What follows belongs to an exercise in optimizing a design on an open flow for small area and a short achievable clock period; a production flow would make more cautious choices. The RTL was checked by simulation tests, not by an equivalence proof against the original design. Power is estimated from default activity; no workload was simulated.

==> flow/design.v (outline; a module is shown in full before it is edited, if it fits) <==
// module parallel_accumulator: 10561 lines
module parallel_accumulator (
    input  logic                   clk,
    input  logic                   rst,
    input  logic [16-1:0][32-1:0] in_values,
    input  logic [16-1:0][4-1:0]    in_ids,
    input  logic                   in_valid,
    input  logic [4-1:0][16-1:0]   in_dst_ids,
    input  logic [4-1:0][16-1:0] in_src_masks,
    input  logic [4-1:0] in_dst_valid,
    output logic [16-1:0][32-1:0] sums,
    output logic [16-1:0][4-1:0]    out_ids,
    output logic [16-1:0]   seg_end,
    output logic                   out_valid,
    output logic [4-1:0][16-1:0]   out_dst_ids,
    output logic [4-1:0][16-1:0] out_src_masks,
    output logic [4-1:0] out_dst_valid
);
  // ...
==> flow/run.sh <==
#!/bin/bash
# synth_recipe.tcl (not shown) runs the flow's synth.tcl, then flattens the netlist and writes it again
# the make line also repeats each setting of config.mk as NAME=value (left out here)
make -C /OpenROAD-flow-scripts/flow DESIGN_CONFIG=/design/flow/config.mk WORK_HOME=/design/flow/orfs CLKGATE_MAP_FILE= SYNTH_SCRIPT=/design/flow/synth_recipe.tcl finish
==> flow/config.mk <==
export PLATFORM = sky130hd
export DESIGN_NAME = parallel_accumulator
export DESIGN_NICKNAME = parallel_accumulator
export VERILOG_FILES = /design/flow/design.v
export SDC_FILE = /design/flow/constraint.sdc
export NUM_CORES = 4
export LEC_CHECK = 0
export CAP_MARGIN = 20
export CORE_MARGIN = 2
export CORE_UTILIZATION = 40
export CTS_CLUSTER_SIZE = 28
export SLEW_MARGIN = 20
==> flow/constraint.sdc <==
create_clock -name core_clock -period 4.5 [get_ports {clk}]
set_input_delay 0.9000 -clock core_clock [delete_from_list [all_inputs] [get_ports {clk}]]
set_output_delay 0.9000 -clock core_clock [all_outputs]
set_load 0.01 [all_outputs]
==> out/metrics.cfg, run 1 <==
[worst_setup_path]
crit_start = g2_3_q3
r2r-end = c3_7_22_q4
cp_num_buf_inv = 0
cp_max_fo = 8
cp_data_arrival_time_ps = 4560
crit_chain = nand2_1, fa_1, fa_1, fa_1, nor2b_1, fa_1, fa_1, fa_1

[pwr]
p_clk_mw = 37.5
p_sw_mw = 21.2
powerDensity_mw_per_mm2 = 589
p_total_mw = 91.9

[cells_and_area]
buffer_area_share_pct = 9.69
drive_gt1_share_pct = 8.98
multi_input_area_share_pct = 18.2
clkCellAreaFrac_pct = 9.76

[synthesis]
synth_ff_type = dfxtp_1
yosysUniqueCellTypes = 21
yosys.cell_count.top_type = dfxtp_1
ys_top_cells_by_area = dfxtp_1 (73%), fa_1 (15%), and2_1 (3.5%)
yosysTopAreaCell = dfxtp_1
synthMuxAreaShare_pct = 0
synth_fp_nets = 9311

[route]
wirelength_mm = 295
routed.top_layer = met5
via_count = 55226
ant_nets = 0
wl_met1_mm = 118

[min_path]
hold_end = x3_5_5_q5

[cts]
cts_sinks = 4550
clock_latency_ps = 960

[die]
row_count = 204
initial_utilization_pct = 40.2
ios = 1436
die_area_sq_mm = 0.315

[global_route]
grt_util_met2_pct = 32.7
first_global_vias = 60704

[status]
status = complete, no violations

==> run 2: changes to the inputs <==
--- a/flow/config.mk
+++ b/flow/config.mk
@@ -7,6 +7,6 @@
 export LEC_CHECK = 0
 export CAP_MARGIN = 20
 export CORE_MARGIN = 2
-export CORE_UTILIZATION = 40
+export CORE_UTILIZATION = 55
 export CTS_CLUSTER_SIZE = 28
 export SLEW_MARGIN = 20
==> out/metrics.cfg, run 2 <==
[status]
status = complete, no violations  ; unchanged

[route]
routed.top_layer = met5  ; unchanged
wirelength_mm = 289  ; was 295 mm
routedWlPerCell_microns = 23.4  ; was 21.7 microns
ant_nets = 0  ; unchanged
wl_met1_mm = 103  ; was 118 mm
firstDrtPassIters = 5  ; was 7
via_per_inst = 4.44  ; was 4.07
drc = 0  ; unchanged
drt_iter0_markers = 2613  ; was 2362
via_count = 54990  ; was 55226
route.met3.wl_mm = 21.7  ; was 19.5 mm
route.met2.wl_mm = 150  ; was 149 mm

[synthesis]
ys_warn_count = 5  ; unchanged
async_flop_share_pct = 0  ; unchanged
netlist_instances = 7608  ; unchanged
ys_top_cells_by_area = dfxtp_1 (73%), fa_1 (15%), and2_1 (3.5%)  ; unchanged
synth_fp_nets = 9311  ; unchanged
syn-cell-area_sq_mm = 0.124  ; unchanged
yosysUniqueCellTypes = 21  ; unchanged
yosys-top-cells-count = dfxtp_1 (4550), fa_1 (960), and2_1 (697)  ; unchanged
synth_ff_type = dfxtp_1  ; unchanged
synth_top_area_share_pct = 73.3  ; unchanged
postSynthAreaPerCell_sq_um = 16.3  ; unchanged
yosys.cell_count.top_type = dfxtp_1  ; unchanged
yosysTopAreaCell = dfxtp_1  ; unchanged
ys_seq_elements = 4550  ; unchanged
ys_seq_area_share_pct = 73.3  ; unchanged
synth_enable_flop_cells = 0  ; unchanged

[global_route]
antenna_found_initial = 120  ; was 110
track_usage_pct = 25.4  ; was 18.6%
grt_max_degree = 18  ; was 19
grt.overflow.total = 0  ; unchanged
first_global_vias = 59537  ; was 60704
grt_pass1_wl_mm = 410  ; was 422 mm

[pwr]
leakage_nw = 65.4  ; was 65.7 nW
powerDensity_mw_per_mm2 = 592  ; was 589 mW/mm^2
ir_drop_mv = 0.419  ; was 0.372 mV
p_total_mw = 91.1  ; was 91.9 mW

[min_path]
min_path_type = flop to flop  ; unchanged
hold_end = x3_6_5_q6  ; was x3_5_5_q5
min_path_cells = 0  ; unchanged
hp-start = x3_6_5_q5  ; was x3_5_5_q4

[sta]
layout_min_cycle_time_ps = 3830  ; was 3810 ps
maxSlewViolCount = 0  ; unchanged
worst_slew_pin_slew_ps = 862  ; was 976 ps
maxSlewHeadroom_pct = 42.0  ; was 34.8%
fin_skew_ps = 68.0  ; was 86.2 ps
whs_ps = 281  ; was 275 ps
fin_crit_sh_pct = 85.2  ; was 84.7%
fin_ws_ps = 667  ; was 688 ps
rsz0062_at_grt = no  ; unchanged
finalHoldViolations = 0  ; unchanged
fmax_ghz = 0.261  ; was 0.262 GHz
setup_violations = 0  ; unchanged

[worst_setup_path]
worst_setup_path_start_kind = flop  ; unchanged
crit_start = g3_7_q2  ; was g2_3_q3
crit_chain = nand2_1, fa_1, nor2b_1, fa_1, fa_1, fa_1, fa_1, fa_1  ; was nand2_1, fa_1, fa_1, fa_1, nor2b_1, fa_1, fa_1, fa_1
cp_max_fo = 9  ; was 8
critical-path-max-stage-delay_ps = 870  ; was 720 ps
cpMostUsedCell = fa_1  ; unchanged
cp_slowest_cell = fa_1  ; unchanged
r2r-end = x4_10_12_q3  ; was c3_7_22_q4
crit_path_end_kind = flop  ; unchanged
r2r-start = g3_7_q2  ; was g2_3_q3
rrSetupSlack_ps = 670  ; was 690 ps
worstPathRequired_ps = 5310  ; was 5250 ps
critical_path_class = flop to flop  ; unchanged
worstRegToRegCells = 8  ; unchanged
cp_data_arrival_time_ps = 4640  ; was 4560 ps

[placed_design]
dp_slack_ps = -222  ; was -228 ps
dp_hpwl_mm = 234  ; was 237 mm
place_congestion = 0.922  ; was 0.909
dp_cells = 11588  ; was 12730
port_buffers = 1435  ; unchanged

[cts]
ctsHoldBuffers = 0  ; unchanged
cts_sinks = 4550  ; unchanged
clock_latency_ps = 990  ; was 960 ps
path_clk_slew_ps = 60  ; about the same
tritoncts = yes  ; unchanged
cts_made_buffers = 428  ; was 432
cts_setup_buffers = 0  ; unchanged
cts_resized = 0  ; unchanged
clockBufferDepth = 4  ; unchanged
htree_levels = 5  ; unchanged
clockRootBuffer = clkbuf_16  ; unchanged

[flow_run]
drv_cap = 0  ; unchanged

[die]
core-area_sq_mm = 0.225  ; was 0.309 sq mm
row_count = 174  ; was 204
initial_utilization_pct = 55.3  ; was 40.2%
die_w_microns = 479  ; was 561 microns
ios = 1436  ; unchanged
die_area_sq_mm = 0.230  ; was 0.315 sq mm
die_y_microns = 479  ; was 561 microns

[cells_and_area]
reg_top3 = dst_ids_q x384, ids_q x384, masks_q x384  ; unchanged
final_common_cell = dfxtp_1  ; unchanged
final_cell_mix = dfxtp_1 (4550), clkdlybuf4s50_1 (1435), fa_1 (960)  ; unchanged
final_nets = 10729  ; was 10747
drive_gt1_share_pct = 8.46  ; was 8.98%
area_delta_synth_final_pct = 23.8  ; was 25.4%
finalNonFillerCells = 12382  ; was 13565

run 2: cell counts after synthesis:
No cell type changed its count.
run 2: per-stage QoR:
step | util, % | cell area [sq um] | setup TNS [ps]
global placement | 61.9 | 139000 | -2400
global route | 68.4 | 154000 | 0
floorplan | - | 124000 | 0
detailed placement | 61.9 | 139000 | -3190
CTS | 68.4 | 154000 | 0
finish | 68.5 | 154000 | 0
run 2: area by class of cell:
class                      count  area [sq um]
tap                         2992          3740
clock buffer                 606         12500
timing repair buffer        1519         15000
inverter                     206           773
fill                       15581         70800
antenna                       33          82.6
clock inverter               155          2230
multi-input combinational   2321         28400
sequential                  4550         91100
run 2: how the worst max path moves through the flow:
stage,to,slack [ps],cells past startpoint
2_1_floorplan,x1_11_5_q1,510,10
3_3_place_gp,x3_5_1_q1,-210,12
3_5_place_dp,x3_5_1_q1,-220,12
4_1_cts,x4_10_12_q3,600,8
5_1_grt,x4_14_12_q3,420,8
6_report,x4_10_12_q3,670,8
run 2: logic make-up (layout without fill, tap and decap cells):
family / after synthesis / after routing / synth area share (%)
buffers and inverters: 737 / 2486 / 3.79
xor gates and xnor gates: 250 / 250 / 1.78
other: 0 / 33 / 0
and+or+nand+nor: 1063 / 1063 / 5.18
AOI/OAI and AO/OA: 16 / 16 / 0.142
adders and majority gates: 992 / 992 / 15.8
DFF: 4550 / 4550 / 73.3
run 2: worst max-delay path: cells and delay by family (launching register included):
family / cells / cell delay [ps]
fa+ha+maj: 6 / 2970
flops: 1 / 480
simple gates: 2 / 260
run 2: per-layer routing:
layer / track usage (%) / up-vias
met3: 8.09 / 590
met1: 27.5 / 27086
met4: 10.9 / 48
li1: - / 25622
met5: 0 / -
met2: 45.3 / 1644
run 2: power breakdown:
part	leakage, nW	total (mW)	internal (mW)	switching, mW
Sequential	38.3	47.2	45.0	2.14
Clock	7.23	36.7	22.0	14.7
Combinational	19.9	7.17	3.62	3.55
==> run 3: changes to the inputs <==
--- a/flow/config.mk
+++ b/flow/config.mk
@@ -7,6 +7,5 @@
 export LEC_CHECK = 0
 export CAP_MARGIN = 20
 export CORE_MARGIN = 2
-export CORE_UTILIZATION = 55
-export CTS_CLUSTER_SIZE = 28
+export CORE_UTILIZATION = 40
 export SLEW_MARGIN = 20
==> out/metrics.cfg, run 3 <==
[die]
ios = 1436  ; unchanged
die_y_microns = 561  ; was 479 microns
initial_utilization_pct = 40.2  ; was 55.3%
die_area_sq_mm = 0.315  ; was 0.230 sq mm
core-area_sq_mm = 0.309  ; was 0.225 sq mm
die_w_microns = 561  ; was 479 microns
row_count = 204  ; was 174

[worst_setup_path]
worstPathRequired_ps = 5250  ; was 5310 ps
cp_data_arrival_time_ps = 4560  ; was 4640 ps
cp_num_buf_inv = 0  ; unchanged
cp_max_fo = 8  ; was 9
cpMostUsedCell = fa_1  ; unchanged
worst_setup_path_start_kind = flop  ; unchanged
cp_slowest_cell = fa_1  ; unchanged
crit_path_end_kind = flop  ; unchanged
crit_chain = nand2_1, fa_1, fa_1, fa_1, nor2b_1, fa_1, fa_1, fa_1  ; was nand2_1, fa_1, nor2b_1, fa_1, fa_1, fa_1, fa_1, fa_1
critical-path-max-stage-delay_ps = 720  ; was 870 ps
cp_top_family = adder cells  ; unchanged
critical_path_class = flop to flop  ; unchanged

[placed_design]
port_buffers = 1435  ; unchanged
postPlaceCellArea_sq_mm = 0.141  ; was 0.139 sq mm
dp_hpwl_mm = 237  ; was 234 mm
place_congestion = 0.909  ; was 0.922

[global_route]
antenna_found_initial = 110  ; was 120
use_met1_pct = 22.1  ; was 27.5%
grt_util_met2_pct = 32.7  ; was 45.3%
grt_max_degree = 19  ; was 18
first_global_vias = 60704  ; was 59537
grt.overflow.total = 0  ; unchanged
met3_usage_pct = 5.12  ; was 8.09%
track_usage_pct = 18.6  ; was 25.4%
grt_pass1_wl_mm = 422  ; was 410 mm
top_usage_layer = met2  ; unchanged

[route]
drc = 0  ; unchanged
via_count = 55226  ; was 54990
ant_nets = 0  ; unchanged
drt_iter0_markers = 2362  ; was 2613
routedWlPerCell_microns = 21.7  ; was 23.4 microns
via_per_inst = 4.07  ; was 4.44
wirelength_mm = 295  ; was 289 mm
firstDrtPassIters = 7  ; was 5

[cells_and_area]
drive_gt1_share_pct = 8.98  ; was 8.46%
design_area_sq_mm = 0.156  ; was 0.154 sq mm
reg_top3 = dst_ids_q x384, ids_q x384, masks_q x384  ; unchanged
final_common_cell = dfxtp_1  ; unchanged
utilization_pct = 50.5  ; was 68.5%
final_cell_mix = dfxtp_1 (4550), clkdlybuf4s50_1 (1435), fa_1 (960)  ; unchanged
final_nets = 10747  ; was 10729
area_delta_synth_final_pct = 25.4  ; was 23.8%
fill_cells = 25673  ; was 15581

[synthesis]
postSynthAreaPerCell_sq_um = 16.3  ; unchanged
ys_top_cells_by_area = dfxtp_1 (73%), fa_1 (15%), and2_1 (3.5%)  ; unchanged
synth_fp_nets = 9311  ; unchanged
ys_warn_count = 5  ; unchanged
ys_seq_area_share_pct = 73.3  ; unchanged
yosysTopAreaCell = dfxtp_1  ; unchanged
yosysUniqueCellTypes = 21  ; unchanged
async_flop_share_pct = 0  ; unchanged
yosys.cell_count.top_type = dfxtp_1  ; unchanged
synth_ff_type = dfxtp_1  ; unchanged
yosys-top-cells-count = dfxtp_1 (4550), fa_1 (960), and2_1 (697)  ; unchanged
ys_seq_elements = 4550  ; unchanged
synth_top_area_share_pct = 73.3  ; unchanged
netlist_instances = 7608  ; unchanged
syn-cell-area_sq_mm = 0.124  ; unchanged
synth_enable_flop_cells = 0  ; unchanged

[sta]
setup_violations = 0  ; unchanged
fin_skew_ps = 86.2  ; was 68.0 ps
maxSlewHeadroom_pct = 34.8  ; was 42.0%
whs_ps = 275  ; was 281 ps
fin_crit_sh_pct = 84.7  ; was 85.2%
fmax_ghz = 0.262  ; was 0.261 GHz
rsz0062_at_grt = no  ; unchanged
finalHoldViolations = 0  ; unchanged
layout_min_cycle_time_ps = 3810  ; was 3830 ps
worst_slew_pin_slew_ps = 976  ; was 862 ps
maxSlewViolCount = 0  ; unchanged

[pwr]
power.share.combinational_pct = 7.8  ; was 7.9%
p_sw_mw = 21.2  ; was 20.4 mW
seq_power_share_pct = 51.4  ; was 51.8%
ir_drop_mv = 0.372  ; was 0.419 mV
powerDensity_mw_per_mm2 = 589  ; was 592 mW/mm^2
clkPwrFrac_pct = 40.8  ; was 40.3%
p_int_mw = 70.7  ; about the same
leakage_nw = 65.7  ; was 65.4 nW
swShare_pct = 23.0  ; was 22.4%

[status]
status = complete, no violations  ; unchanged

[cts]
cts_resized = 0  ; unchanged
ctsHoldBuffers = 0  ; unchanged
cts_made_buffers = 432  ; was 428
clock_latency_ps = 960  ; was 990 ps
cts_sinks = 4550  ; unchanged
path_clk_slew_ps = 60  ; about the same
clockRootBuffer = clkbuf_16  ; unchanged
htree_levels = 5  ; unchanged
clockBufferDepth = 4  ; unchanged
cts_setup_buffers = 0  ; unchanged
tritoncts = yes  ; unchanged

[min_path]
min_path_type = flop to flop  ; unchanged

[flow_run]
drv_cap = 0  ; unchanged

## run 3: worst reg2reg max path, cell delays in order, from the launching register on
cell     delay (ps)
dfxtp_1         570
nand2_1         140
fa_1            410
fa_1            450
fa_1            720
nor2b_1         120
fa_1            430
fa_1            410
fa_1            410
## run 3: cell type report
class	count	area (sq um)	share of cell area, %
sequential	4550	91100	58.4
multi-input combinational	2321	28400	18.2
timing repair buffer	1533	15100	9.69
clock buffer	598	12400	7.97
tap	4120	5150	3.31
clock inverter	201	2790	1.79
inverter	206	773	0.496
antenna	36	90.1	0.0578
## run 3: path summary, 6_finish.rpt
check	slack, ps	cells after the start	from	to
setup / recovery	690	8	g2_3_q3	c3_7_22_q4
hold / removal	270	0	x3_5_5_q4	x3_5_5_q5
setup reg to reg	690	8	g2_3_q3	c3_7_22_q4
hold reg to reg	270	0	x3_5_5_q4	x3_5_5_q5
## run 3: power groups by stage
stage / logic [mW] / registers [mW] / clock network [mW]
floorplan: 3.84 / 47.0 / 0
global placement: 7.28 / 48.2 / 0
CTS: 7.41 / 47.4 / 38.4
finish: 7.15 / 47.3 / 37.5
detailed placement: 7.35 / 48.2 / 0
global route: 7.72 / 47.7 / 40.2
## run 3: per-layer routing
layer / wire, microns / part of all wire, %
met3: 19500 / 6.6
met1: 118000 / 40
met5: 176 / 0.060
met4: 8830 / 3.0
met2: 149000 / 50
## run 3: cells by family after synthesis
group	after synthesis	share of synthesized area (%)
AOI/OAI and AO/OA	16	0.142
xor gates and xnor gates	250	1.78
adders and majority gates	992	15.8
buffers and inverters	737	3.79
DFF	4550	73.3
and+or+nand+nor	1063	5.18
## run 3: metrics by stage
| step | setup slack [ps] | power [mW] | cells | TNS [ps] |
|---|---|---|---|---|
| 6_report | 688 | 91.9 | 13565 | 0 |
| 5_1_grt | 507 | 95.6 | 13542 | 0 |
| 4_1_cts | 592 | 93.2 | 13529 | 0 |
| 3_5_place_dp | -228 | 55.6 | 12730 | -3210 |
| 3_3_place_gp | -315 | 55.4 | 12730 | -3390 |
| 2_1_floorplan | 507 | 50.8 | 7608 | 0 |
==> run 4: changes to the inputs <==
--- a/flow/config.mk
+++ b/flow/config.mk
@@ -8,4 +8,6 @@
 export CAP_MARGIN = 20
 export CORE_MARGIN = 2
 export CORE_UTILIZATION = 40
+export CTS_CLUSTER_DIAMETER = 70
+export CTS_CLUSTER_SIZE = 22
 export SLEW_MARGIN = 20
==> out/metrics.cfg, run 4 <==
[pwr]
ir_drop_mv = 0.323  ; was 0.372 mV
powerDensity_mw_per_mm2 = 531  ; was 589 mW/mm^2
leakage_nw = 62.0  ; was 65.7 nW

[global_route]
first_global_vias = 58963  ; was 60704
grt_pass1_wl_mm = 414  ; was 422 mm
antenna_found_initial = 108  ; was 110
grt_max_degree = 23  ; was 19
track_usage_pct = 18.3  ; was 18.6%
grt.overflow.total = 0  ; unchanged

[cells_and_area]
final_nets = 10577  ; was 10747
fill_cells = 26356  ; was 25673
final_common_cell = dfxtp_1  ; unchanged
area_delta_synth_final_pct = 19.4  ; was 25.4%
reg_top3 = dst_ids_q x384, ids_q x384, masks_q x384  ; unchanged
drive_gt1_share_pct = 5.08  ; was 8.98%
final_cell_mix = dfxtp_1 (4550), clkdlybuf4s50_1 (1435), fa_1 (960)  ; unchanged
design_area_sq_mm = 0.148  ; was 0.156 sq mm

[route]
routedWlPerCell_microns = 22.2  ; was 21.7 microns
route.met3.wl_mm = 17.2  ; was 19.5 mm
wirelength_mm = 291  ; was 295 mm
wl_met1_mm = 117  ; was 118 mm
via_per_inst = 4.10  ; was 4.07
via_count = 53821  ; was 55226
ant_nets = 0  ; unchanged
route.met2.wl_mm = 146  ; was 149 mm
drt_iter0_markers = 2527  ; was 2362
firstDrtPassIters = 7  ; unchanged
drc = 0  ; unchanged
routed.top_layer = met5  ; unchanged

[worst_setup_path]
crit_chain = clkdlybuf4s50_1, buf_4, xor2_1, nor4_2, buf_4, and2_1, ha_1, fa_1, and2_1, fa_1, nand2_1, fa_1, inv_1  ; was nand2_1, fa_1, fa_1, fa_1, nor2b_1, fa_1, fa_1, fa_1
cp_max_fo = 5  ; was 8
worst_setup_path_start_kind = input port  ; was flop
critical-path-max-stage-delay_ps = 630  ; was 720 ps
crit_path_end_kind = flop  ; unchanged
worstPathRequired_ps = 5260  ; was 5250 ps
cp_data_arrival_time_ps = 4570  ; was 4560 ps
cpMostUsedCell = fa_1  ; unchanged
cp_slowest_cell = fa_1  ; unchanged
worstRegToRegCells = 10  ; was 8
critical_path_class = input port to flop  ; was flop to flop

[synthesis]
syn-cell-area_sq_mm = 0.124  ; unchanged
netlist_instances = 7608  ; unchanged
ys_top_cells_by_area = dfxtp_1 (73%), fa_1 (15%), and2_1 (3.5%)  ; unchanged
synth_fp_nets = 9311  ; unchanged
ys_warn_count = 5  ; unchanged
ys_seq_elements = 4550  ; unchanged
yosysUniqueCellTypes = 21  ; unchanged
synth_ff_type = dfxtp_1  ; unchanged
async_flop_share_pct = 0  ; unchanged
synth_enable_flop_cells = 0  ; unchanged
ys_seq_area_share_pct = 73.3  ; unchanged
yosys.cell_count.top_type = dfxtp_1  ; unchanged
postSynthAreaPerCell_sq_um = 16.3  ; unchanged
yosys-top-cells-count = dfxtp_1 (4550), fa_1 (960), and2_1 (697)  ; unchanged
synth_top_area_share_pct = 73.3  ; unchanged
yosysTopAreaCell = dfxtp_1  ; unchanged

[die]
die_area_sq_mm = 0.315  ; unchanged
ios = 1436  ; unchanged
die_y_microns = 561  ; unchanged
die_w_microns = 561  ; unchanged
initial_utilization_pct = 40.2  ; unchanged
core-area_sq_mm = 0.309  ; unchanged
row_count = 204  ; unchanged

[cts]
cts_sinks = 4550  ; unchanged
clockBufferDepth = 4  ; unchanged
path_clk_slew_ps = 80  ; was 60 ps
htree_levels = 5  ; unchanged
tritoncts = yes  ; unchanged
clock_latency_ps = 890  ; was 960 ps
ctsHoldBuffers = 0  ; unchanged
cts_resized = 0  ; unchanged
clockRootBuffer = clkbuf_16  ; unchanged
cts_made_buffers = 262  ; was 432
cts_setup_buffers = 0  ; unchanged

[min_path]
min_path_type = flop to flop  ; unchanged
min_path_cells = 0  ; unchanged

[placed_design]
place_congestion = 0.909  ; unchanged
port_buffers = 1435  ; unchanged
dp_hpwl_mm = 237  ; unchanged
postPlaceCellArea_sq_mm = 0.141  ; unchanged
dp_slack_ps = -228  ; unchanged

[sta]
fin_ws_ps = 686  ; was 688 ps
fin_setup_tns_ps = 0  ; unchanged
maxSlewViolCount = 0  ; unchanged
setup_violations = 0  ; unchanged
fin_crit_sh_pct = 84.8  ; was 84.7%
worst_slew_pin_slew_ps = 982  ; was 976 ps
maxSlewHeadroom_pct = 34.5  ; was 34.8%
whs_ps = 300  ; was 275 ps
rsz0062_at_grt = no  ; unchanged
fmax_ghz = 0.262  ; about the same
fin_skew_ps = 63.3  ; was 86.2 ps
layout_min_cycle_time_ps = 3810  ; about the same
finalHoldViolations = 0  ; unchanged

[flow_run]
drv_cap = 0  ; unchanged

[status]
status = complete, no violations  ; unchanged

[run 4: path summary, 6_finish.rpt]
path,start,to,slack (ps)
setup / recovery,in_ids[33],x3_13_1_q1,690
hold / removal,x3_4_13_q4,x3_4_13_q5,300
setup reg to reg,g2_11_q3,x3_13_21_q4,690
hold reg to reg,x3_4_13_q4,x3_4_13_q5,300
[run 4: layout make-up]
type                       count  area [sq um]  share of cell area, %
clock inverter                66           917                  0.618
tap                         4120          5150                   3.47
antenna                       43           108                 0.0725
timing repair buffer        1533         15100                   10.2
sequential                  4550         91100                   61.4
inverter                     206           773                  0.521
multi-input combinational   2321         28400                   19.2
clock buffer                 278          6770                   4.57
[run 4: cells by family (layout without fill, tap and decap cells)]
logic type | Yosys count | in the layout | share of synthesized area [%]
buffers and inverters | 737 | 2083 | 3.79
xor gates and xnor gates | 250 | 250 | 1.78
other | 0 | 43 | 0
DFF | 4550 | 4550 | 73.3
and+or+nand+nor | 1063 | 1063 | 5.18
adders and majority gates | 992 | 992 | 15.8
AOI/OAI and AO/OA | 16 | 16 | 0.142
[run 4: power by group]
part	leakage, nW	switching, mW	internal, mW
Sequential	38.3	2.19	45.0
Clock	3.75	13.2	11.3
Combinational	20.0	3.47	3.67
[run 4: layer usage]
| layer | up-vias | GRT usage, % |
|---|---|---|
| met5 | - | 0 |
| met2 | 1391 | 32.3 |
| met3 | 482 | 4.30 |
| met1 | 26857 | 22.0 |
| li1 | 25063 | - |
| met4 | 28 | 5.79 |
[run 4: worst max-delay path, delay by kind of cell]
kind                       cells  cell delay [ps]
buffers and inverters          4              850
xor gates and xnor gates       1              170
adders and majority gates      4             1760
and+or+nand+nor                4              900
[run 4: per-stage QoR]
stage / power, mW / std cells / utilization [%]
floorplan: 50.8 / 7608 / -
global placement: 55.4 / 12730 / 45.5
detailed placement: 55.6 / 12730 / 45.5
CTS: 79.9 / 13074 / 48.0
global route: 82.1 / 13087 / 48.0
finish: 78.7 / 13117 / 48.0
==> run 5: changes to the inputs <==
==> flow/flow/run.sh (new file) <==
#!/bin/bash
# The standard layout (standard.sh), with the port buffers made from the small buf_1 cell
# instead of the cell buffer_ports picks by default. Everything else is the standard flow.
set -euo pipefail
bash standard.sh "BUFFER_PORTS_ARGS=-buffer_cell sky130_fd_sc_hd__buf_1" finish > standard_flow.log 2>&1
==> flow/standard.sh (new file) <==
#!/bin/bash
# synth_recipe.tcl (not shown) runs the flow's synth.tcl, then flattens the netlist and writes it again
# the make line also repeats each setting of config.mk as NAME=value (left out here)
make -C /OpenROAD-flow-scripts/flow DESIGN_CONFIG=/design/flow/config.mk WORK_HOME=/design/flow/orfs CLKGATE_MAP_FILE= SYNTH_SCRIPT=/design/flow/synth_recipe.tcl "${@:-finish}"
removed: flow/run.sh
==> out/metrics.cfg, run 5 <==
[status]
status = complete, no violations  ; unchanged

[global_route]
grt_pass1_wl_mm = 409  ; was 414 mm
grt.overflow.total = 0  ; unchanged
antenna_found_initial = 84  ; was 108
grt_max_degree = 23  ; unchanged
first_global_vias = 59503  ; was 58963
track_usage_pct = 18.0  ; was 18.3%

[synthesis]
synth_fp_nets = 9311  ; unchanged
synth_enable_flop_cells = 0  ; unchanged
yosysTopAreaCell = dfxtp_1  ; unchanged
syn-cell-area_sq_mm = 0.124  ; unchanged
postSynthAreaPerCell_sq_um = 16.3  ; unchanged
yosys.cell_count.top_type = dfxtp_1  ; unchanged
yosysUniqueCellTypes = 21  ; unchanged
async_flop_share_pct = 0  ; unchanged
ys_seq_area_share_pct = 73.3  ; unchanged
ys_warn_count = 5  ; unchanged
ys_seq_elements = 4550  ; unchanged
yosys-top-cells-count = dfxtp_1 (4550), fa_1 (960), and2_1 (697)  ; unchanged
ys_top_cells_by_area = dfxtp_1 (73%), fa_1 (15%), and2_1 (3.5%)  ; unchanged
synth_ff_type = dfxtp_1  ; unchanged
synth_top_area_share_pct = 73.3  ; unchanged
netlist_instances = 7608  ; unchanged

[cts]
cts_sinks = 4550  ; unchanged
htree_levels = 5  ; unchanged
cts_setup_buffers = 0  ; unchanged
tritoncts = yes  ; unchanged
clockBufferDepth = 4  ; unchanged
clock_latency_ps = 900  ; was 890 ps
cts_made_buffers = 268  ; was 262
path_clk_slew_ps = 80  ; about the same
clockRootBuffer = clkbuf_16  ; unchanged

[cells_and_area]
area_delta_synth_final_pct = 13.1  ; was 19.4%
utilization_pct = 45.5  ; was 48.0%
fill_cells = 27313  ; was 26356
ff_latch_area_sq_mm = 0.0911  ; unchanged
final_nets = 10648  ; was 10577
drive_gt1_share_pct = 4.82  ; was 5.08%
final_common_cell = dfxtp_1  ; unchanged
finalNonFillerCells = 13189  ; was 13117
reg_top3 = dst_ids_q x384, ids_q x384, masks_q x384  ; unchanged
multi_input_area_sq_mm = 0.0284  ; unchanged
final_cell_mix = dfxtp_1 (4550), buf_1 (1435), fa_1 (960)  ; was dfxtp_1 (4550), clkdlybuf4s50_1 (1435), fa_1 (960)

[sta]
whs_ps = 97.0  ; was 300 ps
layout_min_cycle_time_ps = 3880  ; was 3810 ps
fin_crit_sh_pct = 86.2  ; was 84.8%
maxSlewHeadroom_pct = 28.3  ; was 34.5%
fin_skew_ps = 52.6  ; was 63.3 ps
worst_slew_pin_slew_ps = 1070  ; was 982 ps
fin_setup_tns_ps = 0  ; unchanged
setup_violations = 0  ; unchanged
rsz0062_at_grt = no  ; unchanged
fmax_ghz = 0.258  ; was 0.262 GHz
finalHoldViolations = 0  ; unchanged
maxSlewViolCount = 0  ; unchanged

[route]
firstDrtPassIters = 5  ; was 7
via_count = 54402  ; was 53821
drc = 0  ; unchanged
drt_iter0_markers = 2609  ; was 2527
routedWlPerCell_microns = 21.7  ; was 22.2 microns
via_per_inst = 4.12  ; was 4.10
ant_nets = 0  ; unchanged
wirelength_mm = 287  ; was 291 mm

[pwr]
powerDensity_mw_per_mm2 = 553  ; was 531 mW/mm^2
p_sw_mw = 19.1  ; was 18.8 mW
ir_drop_mv = 0.378  ; was 0.323 mV
power.share.combinational_pct = 6.9  ; was 9.1%
leakage_nw = 58.5  ; was 62.0 nW
p_total_mw = 77.7  ; was 78.7 mW
p_int_mw = 58.7  ; was 59.9 mW
clkPwrFrac_pct = 32.3  ; was 31.0%
swShare_pct = 24.5  ; was 23.9%
seq_power_share_pct = 60.8  ; was 59.9%

[worst_setup_path]
cp_data_arrival_time_ps = 4630  ; was 4570 ps
r2r-end = x2_7_23_q4  ; was x3_13_21_q4
cp_slowest_cell = dfxtp_1  ; was fa_1
cpMostUsedCell = fa_1  ; unchanged
rrSetupSlack_ps = 620  ; was 690 ps
cp_num_buf_inv = 0  ; was 4
cp_max_fo = 8  ; was 5
worstRegToRegCells = 8  ; was 10
critical-path-max-stage-delay_ps = 480  ; was 630 ps
critical_path_class = flop to flop  ; was input port to flop
worst_setup_path_start_kind = flop  ; was input port
crit_chain = and2_1, fa_1, fa_1, fa_1, fa_1, fa_1, fa_1, fa_1  ; was clkdlybuf4s50_1, buf_4, xor2_1, nor4_2, buf_4, and2_1, ha_1, fa_1, and2_1, fa_1, nand2_1, fa_1, inv_1
crit_path_end_kind = flop  ; unchanged
cp_top_family = adder cells  ; unchanged
r2r-start = g2_7_q3  ; was g2_11_q3
worstPathRequired_ps = 5260  ; about the same

[min_path]
min_path_type = input port to flop  ; was flop to flop
min_path_cells = 1  ; was 0
hold_end = in_values_1_9_9_q1  ; was x3_4_13_q5
hp-start = in_values[41]  ; was x3_4_13_q4

[die]
row_count = 204  ; unchanged
die_w_microns = 561  ; unchanged
ios = 1436  ; unchanged
core-area_sq_mm = 0.309  ; unchanged
die_area_sq_mm = 0.315  ; unchanged
die_y_microns = 561  ; unchanged
initial_utilization_pct = 40.2  ; unchanged

[placed_design]
dp_cells = 12695  ; was 12730
port_buffers = 1435  ; unchanged
dp_hpwl_mm = 232  ; was 237 mm
place_congestion = 0.936  ; was 0.909

[flow_run]
drv_cap = 0  ; unchanged

[run 5: cell types whose count changed in the layout (fill, tap and decap cells not counted), moves of 3 or more]
cell,previous run,this run
clkdlybuf4s50_1,1435,0
clkinv_2,5,2
clkbuf_1,6,2
bufinv_16,2,6
diode_2,43,39
clkinv_8,13,21
buf_1,0,1435
inv_12,8,5
dlygate4sd3_1,0,100
buf_4,98,63
inv_6,11,18
clkbuf_16,267,270
[run 5: area by class of cell]
class	count	share of cell area, %
Sequential cell	4550	64.8
Antenna cell	39	0.0695
Clock buffer	277	4.86
Clock inverter	78	0.863
Timing Repair Buffer	1598	4.88
Tap cell	4120	3.67
Inverter	206	0.551
Multi-Input combinational cell	2321	20.2
[run 5: how the worst max path moves through the flow]
stage               startpoint  depth (start not counted)  slack [ps]           to
CTS                    g2_7_q3                          8         580   x2_7_23_q4
floorplan           in_ids[47]                         10         510   x1_11_5_q1
global route          g2_11_q3                         10         570  x3_13_21_q4
finish                 g2_7_q3                          8         620   x2_7_23_q4
detailed placement  in_ids[33]                         12          -1   x3_15_1_q1
global placement     in_ids[5]                         12         -30    x3_5_1_q1
[run 5: power by group through the flow]
stage               registers [mW]  logic [mW]  clock network, mW
floorplan                     47.0        3.84                  0
global placement              48.2        5.44                  0
detailed placement            48.3        5.50                  0
CTS                           47.4        5.62               25.9
global route                  47.7        5.94               27.3
finish                        47.3        5.37               25.1
[run 5: kinds of logic after synthesis]
family | count (synthesis) | share of synthesized area [%]
AOI/OAI and AO/OA | 16 | 0.142
xor gates and xnor gates | 250 | 1.78
adders and majority gates | 992 | 15.8
buffers and inverters | 737 | 3.79
DFF | 4550 | 73.3
and+or+nand+nor | 1063 | 5.18
[run 5: through the flow]
stage          setup WS, ps  instance area (sq um)
2_1_floorplan           507                 124000
3_3_place_gp          -27.6                 131000
3_5_place_dp          -1.04                 131000
4_1_cts                 582                 140000
5_1_grt                 572                 140000
6_report                623                 140000
[run 5: layer usage]
layer  share of wire (%)  GRT usage, %
met1                  41          21.9
met2                  50          31.6
met3                 5.4          3.54
met4                 3.7          6.41
met5               0.037             0
[run 5: repair_timing]
action | CTS | global route
endpoints found under the hold margin | 100 | 0
hold buffers | 100 | 0
setup endpoints to repair | 0 | 0
gates resized for setup | 0 | 0
==> run 6: changes to the inputs <==
--- a/flow/config.mk
+++ b/flow/config.mk
@@ -10,4 +10,5 @@
 export CORE_UTILIZATION = 40
 export CTS_CLUSTER_DIAMETER = 70
 export CTS_CLUSTER_SIZE = 22
+export SETUP_SLACK_MARGIN = 1.0
 export SLEW_MARGIN = 20
==> out/metrics.cfg, run 6 <==
[status]
status = complete, no violations  ; unchanged

[placed_design]
port_buffers = 1435  ; unchanged
place_congestion = 0.899  ; was 0.936
dp_hpwl_mm = 235  ; was 232 mm

[route]
ant_nets = 0  ; unchanged
drc = 0  ; unchanged
via_count = 54265  ; was 54402
routedWlPerCell_microns = 22.1  ; was 21.7 microns
via_per_inst = 4.11  ; was 4.12
wirelength_mm = 292  ; was 287 mm
drt_iter0_markers = 2666  ; was 2609
firstDrtPassIters = 5  ; unchanged

[die]
die_y_microns = 561  ; unchanged
initial_utilization_pct = 40.2  ; unchanged
core-area_sq_mm = 0.309  ; unchanged
row_count = 204  ; unchanged
die_area_sq_mm = 0.315  ; unchanged
ios = 1436  ; unchanged
die_w_microns = 561  ; unchanged

[pwr]
p_sw_mw = 19.2  ; was 19.1 mW
powerDensity_mw_per_mm2 = 547  ; was 553 mW/mm^2
leakage_nw = 58.4  ; was 58.5 nW
clkPwrFrac_pct = 31.8  ; was 32.3%
ir_drop_mv = 0.384  ; was 0.378 mV
p_total_mw = 77.6  ; was 77.7 mW
p_int_mw = 58.4  ; was 58.7 mW
swShare_pct = 24.7  ; was 24.5%
seq_power_share_pct = 60.9  ; was 60.8%
power.share.combinational_pct = 7.3  ; was 6.9%

[cts]
clockBufferDepth = 4  ; unchanged
tritoncts = yes  ; unchanged
htree_levels = 5  ; unchanged
clockRootBuffer = clkbuf_16  ; unchanged
cts_sinks = 4550  ; unchanged
path_clk_slew_ps = 90  ; was 80 ps
clock_latency_ps = 900  ; about the same
cts_made_buffers = 264  ; was 268

[synthesis]
synth_ff_type = dfxtp_1  ; unchanged
synth_compound_area_share_pct = 0.142  ; unchanged
synth-xor-area-share_pct = 1.78  ; unchanged
synthSimpleGateAreaFrac_pct = 5.18  ; unchanged
synthMuxAreaShare_pct = 0  ; unchanged
yosys.cell_count.top_type = dfxtp_1  ; unchanged
synth_fa_ha_area_share_pct = 15.8  ; unchanged
ys_warn_count = 5  ; unchanged
synth_top_family_by_area = adder cells  ; unchanged
postSynthAreaPerCell_sq_um = 16.3  ; unchanged
syn-cell-area_sq_mm = 0.124  ; unchanged
yosysUniqueCellTypes = 21  ; unchanged
synth_fp_nets = 9311  ; unchanged
synth_top_area_share_pct = 73.3  ; unchanged
ys_top_cells_by_area = dfxtp_1 (73%), fa_1 (15%), and2_1 (3.5%)  ; unchanged
async_flop_share_pct = 0  ; unchanged
yosysTopAreaCell = dfxtp_1  ; unchanged
netlist_instances = 7608  ; unchanged
yosys-top-cells-count = dfxtp_1 (4550), fa_1 (960), and2_1 (697)  ; unchanged
synth_enable_flop_cells = 0  ; unchanged
ys_seq_area_share_pct = 73.3  ; unchanged
ys_seq_elements = 4550  ; unchanged

[global_route]
first_global_vias = 59167  ; was 59503
grt_max_degree = 23  ; unchanged
track_usage_pct = 18.3  ; was 18.0%
grt_pass1_wl_mm = 414  ; was 409 mm
grt.overflow.total = 0  ; unchanged
antenna_found_initial = 97  ; was 84

[min_path]
min_path_cells = 1  ; unchanged
min_path_type = input port to flop  ; unchanged

[sta]
fin_setup_tns_ps = 0  ; unchanged
fmax_ghz = 0.289  ; was 0.258 GHz
finalHoldViolations = 0  ; unchanged
fin_crit_sh_pct = 77.0  ; was 86.2%
maxSlewViolCount = 0  ; unchanged
whs_ps = 99.1  ; was 97.0 ps
setup_violations = 0  ; unchanged
worst_slew_pin_slew_ps = 1160  ; was 1070 ps
fin_skew_ps = 62.3  ; was 52.6 ps
maxSlewHeadroom_pct = 22.1  ; was 28.3%
layout_min_cycle_time_ps = 3470  ; was 3880 ps
rsz0062_at_grt = yes  ; was no

[worst_setup_path]
crit_chain = and2_1, fa_1, fa_2, fa_1, fa_1, fa_2, fa_2, fa_2  ; was and2_1, fa_1, fa_1, fa_1, fa_1, fa_1, fa_1, fa_1
cpMostUsedCell = fa_2  ; was fa_1
worst_setup_path_start_kind = flop  ; unchanged
critical_path_class = flop to flop  ; unchanged
worstRegToRegCells = 8  ; unchanged
crit_path_end_kind = flop  ; unchanged
cp_slowest_cell = fa_2  ; was dfxtp_1
cp_data_arrival_time_ps = 4280  ; was 4630 ps
worstPathRequired_ps = 5320  ; was 5260 ps
critical-path-max-stage-delay_ps = 520  ; was 480 ps
cp_max_fo = 8  ; unchanged

[cells_and_area]
drive_gt1_share_pct = 8.97  ; was 4.82%
final_nets = 10689  ; was 10648
final_common_cell = dfxtp_1  ; unchanged
area_delta_synth_final_pct = 14.1  ; was 13.1%
final_cell_mix = dfxtp_1 (4463), buf_1 (1435), fa_1 (727)  ; was dfxtp_1 (4550), buf_1 (1435), fa_1 (960)
reg_top3 = dst_ids_q x384, ids_q x384, masks_q x384  ; unchanged
utilization_pct = 45.9  ; was 45.5%

[flow_run]
drv_cap = 0  ; unchanged

run 6: final timing paths:
path | start | endpoint | slack, ps
setup / recovery | g4_15_q2 | x4_15_12_q3 | 1030
hold / removal | in_values[78] | in_values_2_14_14_q1 | 100
hold reg to reg | masks_q[4][29] | masks_q[5][29] | 290
setup reg to reg | g4_15_q2 | x4_15_12_q3 | 1030
run 6: cells by family after synthesis:
group,Yosys count
xor gates and xnor gates,250
DFF,4550
and+or+nand+nor,1063
adders and majority gates,992
buffers and inverters,737
AOI/OAI and AO/OA,16
run 6: worst max-delay path, delay by kind of cell (launching register included):
family                     cells  cell delay [ps]
adders and majority gates      7             2860
DFF                            1              390
and+or+nand+nor                1              180
run 6: layout make-up:
cell class              count  area (sq um)
flip-flops and latches   4550         91300
well taps                4120          5150
fillers                 27098        167000
inverters                 206           773
diodes                     36          90.1
clock inverters            69          1170
multi-input cells        2321         29200
clock buffers             273          6700
repair buffers           1643          7320
run 6: power by group through the flow:
| stage | combinational [mW] | clock, mW | sequential [mW] |
|---|---|---|---|
| 2_1_floorplan | 3.86 | 0 | 47.0 |
| 3_3_place_gp | 5.50 | 0 | 48.2 |
| 3_5_place_dp | 5.57 | 0 | 48.3 |
| 4_1_cts | 5.90 | 25.4 | 47.4 |
| 5_1_grt | 6.28 | 26.9 | 47.7 |
| 6_report | 5.69 | 24.7 | 47.2 |
run 6: what timing repair did:
| action | in CTS | in global routing |
|---|---|---|
| endpoints found under the setup margin | 169 | 95 |
| gates cloned | 0 | 0 |
| hold buffers | 121 | 0 |
| pin swaps | 25 | 24 |
| gates resized for setup | 231 | 137 |
| setup buffers | 21 | 7 |
| hold endpoints to repair | 121 | 0 |
run 6: metrics by stage:
step	worst slack, ps	std cells	instance area [sq um]
2_1_floorplan	688	7608	124000
3_3_place_gp	95.0	12691	131000
3_5_place_dp	97.8	12691	131000
4_1_cts	905	13175	141000
5_1_grt	988	13195	142000
6_report	1030	13218	142000
run 6: per-layer routing:
metal	GRT usage, %	vias to the layer above	wire length [microns]
li1	-	25269	-
met2	32.6	1443	148000
met4	5.48	24	9130
met3	4.00	434	16900
met5	0	-	144
met1	22.1	27095	118000
==> run 7: changes to the inputs <==
--- a/flow/config.mk
+++ b/flow/config.mk
@@ -8,7 +8,7 @@
 export CAP_MARGIN = 20
 export CORE_MARGIN = 2
 export CORE_UTILIZATION = 40
-export CTS_CLUSTER_DIAMETER = 70
-export CTS_CLUSTER_SIZE = 22
-export SETUP_SLACK_MARGIN = 1.0
+export CTS_CLUSTER_DIAMETER = 80
+export CTS_CLUSTER_SIZE = 26
+export SETUP_SLACK_MARGIN = 2.0
 export SLEW_MARGIN = 20
==> out/metrics.cfg, run 7 <==
[cells_and_area]
fill_cells = 26606  ; was 27098
final_common_cell = dfxtp_1  ; unchanged
final_cell_mix = dfxtp_1 (4240), buf_1 (1256), fa_2 (907)  ; was dfxtp_1 (4463), buf_1 (1435), fa_1 (727)
ff_latch_area_sq_mm = 0.0918  ; was 0.0913 sq mm
design_area_sq_mm = 0.146  ; was 0.142 sq mm
drive_gt1_share_pct = 26.1  ; was 8.97%
finalNonFillerCells = 13332  ; was 13218
reg_top3 = dst_ids_q x384, ids_q x384, masks_q x384  ; unchanged
final_nets = 10830  ; was 10689
multi_input_area_sq_mm = 0.0324  ; was 0.0292 sq mm
area_delta_synth_final_pct = 17.9  ; was 14.1%

[global_route]
grt.overflow.total = 0  ; unchanged
track_usage_pct = 18.3  ; about the same
first_global_vias = 60221  ; was 59167
grt_pass1_wl_mm = 415  ; was 414 mm
grt_max_degree = 28  ; was 23
antenna_found_initial = 75  ; was 97

[pwr]
swShare_pct = 24.8  ; was 24.7%
ir_drop_mv = 0.377  ; was 0.384 mV
power.share.combinational_pct = 8.7  ; was 7.3%
clkPwrFrac_pct = 29.0  ; was 31.8%
seq_power_share_pct = 62.3  ; was 60.9%
p_sw_mw = 18.8  ; was 19.2 mW
p_total_mw = 76.0  ; was 77.6 mW
leakage_nw = 58.9  ; was 58.4 nW
powerDensity_mw_per_mm2 = 519  ; was 547 mW/mm^2
p_int_mw = 57.1  ; was 58.4 mW

[sta]
fin_crit_sh_pct = 74.5  ; was 77.0%
fin_ws_ps = 1150  ; was 1030 ps
fmax_ghz = 0.298  ; was 0.289 GHz
fin_skew_ps = 55.5  ; was 62.3 ps
maxSlewHeadroom_pct = 21.8  ; was 22.1%
fin_setup_tns_ps = 0  ; unchanged
finalHoldViolations = 0  ; unchanged
maxSlewViolCount = 0  ; unchanged
rsz0062_at_grt = yes  ; unchanged
worst_slew_pin_slew_ps = 1160  ; about the same
layout_min_cycle_time_ps = 3350  ; was 3470 ps
setup_violations = 0  ; unchanged

[worst_setup_path]
crit_chain = buf_4, and2_4, fa_2, fa_2, fa_2, fa_2, fa_2, fa_2, fa_2  ; was and2_1, fa_1, fa_2, fa_1, fa_1, fa_2, fa_2, fa_2
cp_num_buf_inv = 1  ; was 0
cp_data_arrival_time_ps = 4180  ; was 4280 ps
critical-path-max-stage-delay_ps = 520  ; about the same
worstRegToRegCells = 9  ; was 8
crit_start = x2_3_8_q2  ; was g4_15_q2
cp_top_family = adder cells  ; unchanged
crit_path_end = x3_6_14_q3  ; was x4_15_12_q3
cp_slowest_cell = fa_2  ; unchanged
cp_max_fo = 4  ; was 8
r2r-end = x3_6_14_q3  ; was x4_15_12_q3
worst_setup_path_start_kind = flop  ; unchanged
critical_path_class = flop to flop  ; unchanged
cp_num_cells = 9  ; was 8
rrSetupSlack_ps = 1150  ; was 1030 ps
worstPathRequired_ps = 5330  ; was 5320 ps
r2r-start = x2_3_8_q2  ; was g4_15_q2
cpMostUsedCell = fa_2  ; unchanged
crit_path_end_kind = flop  ; unchanged

[cts]
cts_sinks = 4550  ; unchanged
clock_latency_ps = 920  ; was 900 ps
tritoncts = yes  ; unchanged
path_clk_slew_ps = 100  ; was 90 ps
clockBufferDepth = 4  ; unchanged
clockRootBuffer = clkbuf_16  ; unchanged
cts_made_buffers = 218  ; was 264
htree_levels = 4  ; was 5

[placed_design]
port_buffers = 1435  ; unchanged
dp_slack_ps = 85.1  ; was 97.8 ps
place_congestion = 0.907  ; was 0.899
postPlaceCellArea_sq_mm = 0.134  ; was 0.131 sq mm
dp_hpwl_mm = 232  ; was 235 mm
dp_cells = 12679  ; was 12691

[synthesis]
postSynthAreaPerCell_sq_um = 16.3  ; unchanged
yosys.cell_count.top_type = dfxtp_1  ; unchanged
async_flop_share_pct = 0  ; unchanged
ys_seq_elements = 4550  ; unchanged
synth_top_area_share_pct = 73.3  ; unchanged
synth_fp_nets = 9311  ; unchanged
syn-cell-area_sq_mm = 0.124  ; unchanged
ys_top_cells_by_area = dfxtp_1 (73%), fa_1 (15%), and2_1 (3.5%)  ; unchanged
ys_seq_area_share_pct = 73.3  ; unchanged
yosys-top-cells-count = dfxtp_1 (4550), fa_1 (960), and2_1 (697)  ; unchanged
ys_warn_count = 5  ; unchanged
yosysUniqueCellTypes = 21  ; unchanged
yosysTopAreaCell = dfxtp_1  ; unchanged
synth_enable_flop_cells = 0  ; unchanged
synth_ff_type = dfxtp_1  ; unchanged
netlist_instances = 7608  ; unchanged

[route]
ant_nets = 0  ; unchanged
routedWlPerCell_microns = 21.9  ; was 22.1 microns
firstDrtPassIters = 5  ; unchanged
via_per_inst = 4.10  ; was 4.11
wirelength_mm = 292  ; about the same
drt_iter0_markers = 2361  ; was 2666
via_count = 54610  ; was 54265
drc = 0  ; unchanged

[min_path]
min_path_cells = 1  ; unchanged
min_path_type = input port to flop  ; unchanged

[flow_run]
drv_cap = 0  ; unchanged

[die]
ios = 1436  ; unchanged
core-area_sq_mm = 0.309  ; unchanged
die_y_microns = 561  ; unchanged
die_area_sq_mm = 0.315  ; unchanged
initial_utilization_pct = 40.2  ; unchanged
row_count = 204  ; unchanged
die_w_microns = 561  ; unchanged

[status]
status = complete, no violations  ; unchanged

run 7: cells by family (layout without fill, tap and decap cells):
family                     Yosys count  in the layout  synth area share [%]
AOI/OAI and AO/OA                   16             16                 0.142
xor gates and xnor gates           250            250                  1.78
DFF                               4550           4550                  73.3
other                                0             20                     0
adders and majority gates          992            992                  15.8
buffers and inverters              737           2321                  3.79
and+or+nand+nor                   1063           1063                  5.18
run 7: layout make-up:
cell class	count	area share, %
sequential	4550	62.7
multi-input combinational	2321	22.1
timing repair buffer	1830	6.71
clock buffer	229	3.81
tap	4120	3.52
clock inverter	56	0.583
inverter	206	0.533
antenna	20	0.0342
run 7: how the worst min path moves through the flow:
stage / start / slack (ps) / to
2_1_floorplan: in_values_10_13_13_q1 / 310 / in_values_10_13_13_q2
3_3_place_gp: dst_ids_q[3][57] / 310 / dst_ids_q[4][57]
3_5_place_dp: dst_ids_q[0][21] / 310 / dst_ids_q[1][21]
4_1_cts: in_values[469] / 0.02 / in_values_14_21_21_q1
5_1_grt: in_ids[1] / 5 / ids_q[0][1]
6_report: in_src_masks[5] / 90 / masks_q[0][5]
run 7: layer usage:
metal / GRT usage, % / vias up / wire length, microns
met5: 0 / - / 168
met1: 21.9 / 27267 / 117000
met2: 32.6 / 1372 / 148000
met4: 5.47 / 26 / 9940
li1: - / 25492 / -
met3: 4.06 / 453 / 16200
run 7: worst register-to-register path: stages (launching register included):
cell and delay [ps]:
dfxtp_4 380, buf_4 140, and2_4 130, fa_2 330
fa_2 370, fa_2 370, fa_2 350, fa_2 350
fa_2 350, fa_2 520
run 7: timing repair:
action                     4_1_cts  5_1_grt
setup endpoints to repair      724      543
gates resized for setup        845      162
hold endpoints to repair       131        0
pin swaps                      175      112
setup buffers                  192       25
cloned                           0        0
hold buffers                   131        0
run 7: metrics by stage:
step / util [%] / hold slack [ps]
finish: 47.4 / 87.1
global route: 47.4 / 4.60
CTS: 47.2 / 0.0171
detailed placement: 43.5 / 312
global placement: 43.5 / 309
floorplan: - / 310
run 7: power by group through the flow:
stage,clock network [mW],registers (mW),logic [mW]
after floorplan,0,47.0,4.15
after global placement,0,48.4,5.69
after detailed placement,0,48.4,5.77
after CTS,22.8,47.5,6.72
after global routing,24.3,47.8,7.24
final,22.1,47.3,6.57

-- static timing again, ports no longer ideal --
In the flow no input, the clock included, has a driving cell. The finished layouts below were timed again as built, in two steps.
Step 1 assumes that a clkbuf_16 drives the clock port and a buf_2 every other input.
Step 2 times the ports against the registers' clock, not the clock port: input delays grow and output delays shrink by t, the midpoint of the rising clock arrivals with the driver on.
Three values: no drivers, after step 1, after step 2; two values: the first two.
run | t, ns | slack for setup (ns) | clock arrival spread, ns | worst data-port slew with drivers (ns)
run 1 | 1.020 | 0.688 / 0.603 / -0.236 | 0.093 / 0.093 | 0.20
run 2 | 1.058 | 0.667 / 0.667 / -0.275 | 0.078 / 0.078 | 0.25
run 3 | 1.020 | 0.688 / 0.603 / -0.236 | 0.093 / 0.093 | 0.20
run 4 | 0.965 | 0.686 / 0.687 / -0.199 | 0.063 / 0.064 | 0.21
run 5 | 0.961 | 0.623 / 0.623 / -0.046 | 0.072 / 0.072 | 0.22
run 6 | 0.972 | 1.034 / 1.034 / 0.166 | 0.082 / 0.082 | 0.18
run 7 | 0.991 | 1.149 / 1.149 / 0.303 | 0.061 / 0.062 | 0.20
Met with ideal ports but missed after step 2: setup timing in 5 of these runs. For run 2, which loses most, drivers alone change the setup slack by 0.000 ns; drivers and shift together by -0.942 ns.
